From an optimization exercise on the open Yosys and OpenROAD flow, aimed at small area, a short achievable clock period and few clock cycles per item; shortcuts taken in it are not production practice. In this exercise RTL edits were held to simulation tests only and were not proved equivalent to the original. Power and IR drop assume default switching activity.

==> inputs of 07-13 <==
// maze_backtracker_step_core
module maze_backtracker_step_core #(
    parameter int GRID_COLS = 16,
    parameter int GRID_ROWS = 16
) (
    input  wire logic                          aclk,
    input  wire logic                          aresetn,
    input  wire logic                          cfg_valid,
    output logic                               cfg_ready,
    input  wire logic [0:0]                    cfg_index,
    input  wire logic [4:0]                    cfg_data,
    input  wire logic                          s_tvalid,
    output logic                               s_tready,
    input  wire logic [23:0]                   s_tdata,
    input  wire logic [1:0]                    s_tuser,
    output logic                               m_tvalid,
    input  wire logic                          m_tready,
    output logic [31:0]                        m_tdata,
    output logic [2:0]                         m_tuser
);
export LEC_CHECK = 0
export CAP_MARGIN = 20
export CORE_MARGIN = 2
export CORE_UTILIZATION = 40
export CTS_BUF_LIST = sky130_fd_sc_hd__clkbuf_8
export PLACE_DENSITY = 0.55
export SLEW_MARGIN = 20
create_clock -name core_clock -period 10.0 [get_ports {aclk}]
standard.sh (not shown) runs the stock make flow with config.mk's settings and CLKGATE_MAP_FILE= SYNTH_SCRIPT=/design/flow/synth_recipe.tcl, a recipe that flattens the netlist after the stock synthesis.
==> flow/flow/run.sh <==
#!/bin/bash
set -euo pipefail
cd "$(dirname "$0")/.."
bash standard.sh SETUP_SLACK_MARGIN=6.5 finish > flow_standard.log 2>&1
==> 05-16: changes against 07-13 <==
--- a/flow/design.v
+++ b/flow/design.v
@@ -129,17 +129,17 @@
     logic [8:0]  vcnt;
     logic [34:0] f0;                     
     logic        f0v;
     function automatic logic [15:0] dec16(input logic [3:0] v);
         dec16 = 16'd1 << v;
     endfunction
     logic done_now;                      
     wire  done_p1  = ({1'b0, vcnt} + 10'd1 >= area_reg);
-    wire  done_ge  = ({1'b0, vcnt} >= area_reg);
+    wire  done_ge  = (vcnt != 9'd0) && ({1'b0, vcnt} >= area_reg);    
     assign cfg_ready = 1'b1;
     logic s_rdy;                         
     assign s_tready  = s_rdy;
     wire adv     = in_valid && (!f0v || m_tready);
     wire is_rd   = in_op[1];
     wire is_rst  = (in_op == 2'd1);
     wire is_step = (in_op == 2'd0);
     logic [2:0] rowc [0:15];             
@@ -194,23 +194,20 @@
     wire [4:0] cx5 = {1'b0, cx};
     wire [4:0] cy5 = {1'b0, cy};
     function automatic logic [19:0] therm(input logic [4:0] e);
         therm = 20'd0;
         for (int i = 0; i < 20; i++) therm[i] = (e == 5'd16) ? (i < 18) : (5'(i) < e + 5'd2);
     endfunction
     wire [19:0] tx = therm(ec);
     wire [19:0] ty = therm(er);
-    logic [4:0] gx, gy;
-    for (genvar k = 0; k < 5; k++) begin : g_ok
-        wire [15:0] txk = tx[k +: 16];
-        wire [15:0] tyk = ty[k +: 16];
-        assign gx[k] = txk[cx];
-        assign gy[k] = tyk[cy];
-    end
+    wire [15:0] tx0 = tx[15:0], tx1 = tx[16:1], tx2 = tx[17:2], tx3 = tx[18:3], tx4 = tx[19:4];
+    wire [15:0] ty0 = ty[15:0], ty1 = ty[16:1], ty2 = ty[17:2], ty3 = ty[18:3], ty4 = ty[19:4];
+    wire [4:0]  gx = {tx4[cx], tx3[cx], tx2[cx], tx1[cx], tx0[cx]};
+    wire [4:0]  gy = {ty4[cy], ty3[cy], ty2[cy], ty1[cy], ty0[cy]};
     wire x0 = (cx == 4'd0);
     wire y0 = (cy == 4'd0);
     wire x1 = (cx == 4'd1);
     wire y1 = (cy == 4'd1);
     logic [3:0] cand;
     assign cand = ok & ~win;
     logic [1:0] pick_dir;
     always_comb begin
CAP_MARGIN = 30   (was 20)
SLEW_MARGIN = 30   (was 20)
==> 11-09: changes against 07-13 <==
--- a/flow/design.v
+++ b/flow/design.v
@@ -129,17 +129,17 @@
     logic [8:0]  vcnt;
     logic [34:0] f0;                     
     logic        f0v;
     function automatic logic [15:0] dec16(input logic [3:0] v);
         dec16 = 16'd1 << v;
     endfunction
     logic done_now;                      
     wire  done_p1  = ({1'b0, vcnt} + 10'd1 >= area_reg);
-    wire  done_ge  = ({1'b0, vcnt} >= area_reg);
+    wire  done_ge  = (vcnt != 9'd0) && ({1'b0, vcnt} >= area_reg);    
     assign cfg_ready = 1'b1;
     logic s_rdy;                         
     assign s_tready  = s_rdy;
     wire adv     = in_valid && (!f0v || m_tready);
     wire is_rd   = in_op[1];
     wire is_rst  = (in_op == 2'd1);
     wire is_step = (in_op == 2'd0);
     logic [2:0] rowc [0:15];             
@@ -194,23 +194,20 @@
     wire [4:0] cx5 = {1'b0, cx};
     wire [4:0] cy5 = {1'b0, cy};
     function automatic logic [19:0] therm(input logic [4:0] e);
         therm = 20'd0;
         for (int i = 0; i < 20; i++) therm[i] = (e == 5'd16) ? (i < 18) : (5'(i) < e + 5'd2);
     endfunction
     wire [19:0] tx = therm(ec);
     wire [19:0] ty = therm(er);
-    logic [4:0] gx, gy;
-    for (genvar k = 0; k < 5; k++) begin : g_ok
-        wire [15:0] txk = tx[k +: 16];
-        wire [15:0] tyk = ty[k +: 16];
-        assign gx[k] = txk[cx];
-        assign gy[k] = tyk[cy];
-    end
+    wire [15:0] tx0 = tx[15:0], tx1 = tx[16:1], tx2 = tx[17:2], tx3 = tx[18:3], tx4 = tx[19:4];
+    wire [15:0] ty0 = ty[15:0], ty1 = ty[16:1], ty2 = ty[17:2], ty3 = ty[18:3], ty4 = ty[19:4];
+    wire [4:0]  gx = {tx4[cx], tx3[cx], tx2[cx], tx1[cx], tx0[cx]};
+    wire [4:0]  gy = {ty4[cy], ty3[cy], ty2[cy], ty1[cy], ty0[cy]};
     wire x0 = (cx == 4'd0);
     wire y0 = (cy == 4'd0);
     wire x1 = (cx == 4'd1);
     wire y1 = (cy == 4'd1);
     logic [3:0] cand;
     assign cand = ok & ~win;
     logic [1:0] pick_dir;
     always_comb begin
CELL_PAD_IN_SITES_DETAIL_PLACEMENT = 1   (was default)
CELL_PAD_IN_SITES_GLOBAL_PLACEMENT = 1   (was default)
==> comparison table <==
metric                                                                                       11-09                                            05-16              07-13
Slew at the pin closest to its max-slew limit                                              1.51 ns                                          1.52 ns            1.30 ns
Endpoint of the most critical setup path                                       win[0]$_SDFFE_PP0P_                              win[0]$_SDFFE_PP0P_  cpar[0]$_DFFE_PP_
Path length in cells of the critical path                                                       12                                               11                  8
Post-CTS Repair Setup Buffers                                                                   66                                               63                 80
Number of clock-tree buffers in the layout                                                     200                                              193                192
Gr usage total                                                                               51.9%                                            52.9%              49.3%
Status                                                                  complete, but fails checks                       complete, but fails checks     finished clean
Reasons for failing layout checks                  max-capacitance violations, max-slew violations  max-capacitance violations, max-slew violations                  -
Non-clock buffering overhead                                                                 6.12%                                            6.88%              7.43%
FF+latch area                                                                          24200 sq um                                      24200 sq um        24200 sq um
CTS Buf Count                                                                                  166                                              165                164
# fillers                                                                                    13224                                            11375              11212
Full die area                                                                         126000 sq um                                     126000 sq um       125000 sq um
Sum of buffers and inverters on the critical path                                                4                                                3                  0
Area of the core region                                                               122000 sq um                                     122000 sq um       122000 sq um
Post-layout nets                                                                              5253                                             5296               5175
Clock-net power                                                                            3.91 mW                                          3.73 mW            4.00 mW
Post-synthesis sequential area ratio                                                         49.0%                                            49.0%              49.3%
Wire length on met3                                                                       59800 um                                         64200 um           61600 um
Initial antenna violation count                                                                 55                                               71                 36
Testbench counts of 07-13, summed over its fixed seeds: cycles 13,581, items 13,477.
Testbench counts of 05-16, summed over its fixed seeds: cycles 13,581, items 13,477.
Testbench counts of 11-09, summed over its fixed seeds: cycles 13,581, items 13,477.

[static timing again, ports no longer ideal]
Ports are ideal in the flow. The routed layouts listed here were re-timed in OpenROAD.
Step 1: set_driving_cell puts a clkbuf_16 on aclk and a buf_2 on each other input, an assumption about the parent block.
Step 2 moves the port delays by t, midway between the first and last clock arrival at a register: inputs arrive t later, outputs are due t later. That takes back most of the time a late clock gives input paths.
Three values: ideal ports, drivers, drivers and shift; two values: the first two.
run | t (ns) | setup WS [ns] | worst hold slack (ns) | clock arrival spread, ns
07-13 | 1.038 | 6.271 / 6.271 / 5.531 | 0.513 / 0.513 / 0.513 | 0.089 / 0.089
05-16 | 1.025 | 6.185 / 6.185 / 5.387 | 0.467 / 0.467 / 0.467 | 0.061 / 0.062
11-09 | 1.024 | 6.208 / 6.208 / 5.460 | 0.465 / 0.465 / 0.465 | 0.045 / 0.045
For 05-16, which loses most, drivers alone change the setup slack by 0.000 ns; drivers and shift together by -0.798 ns.
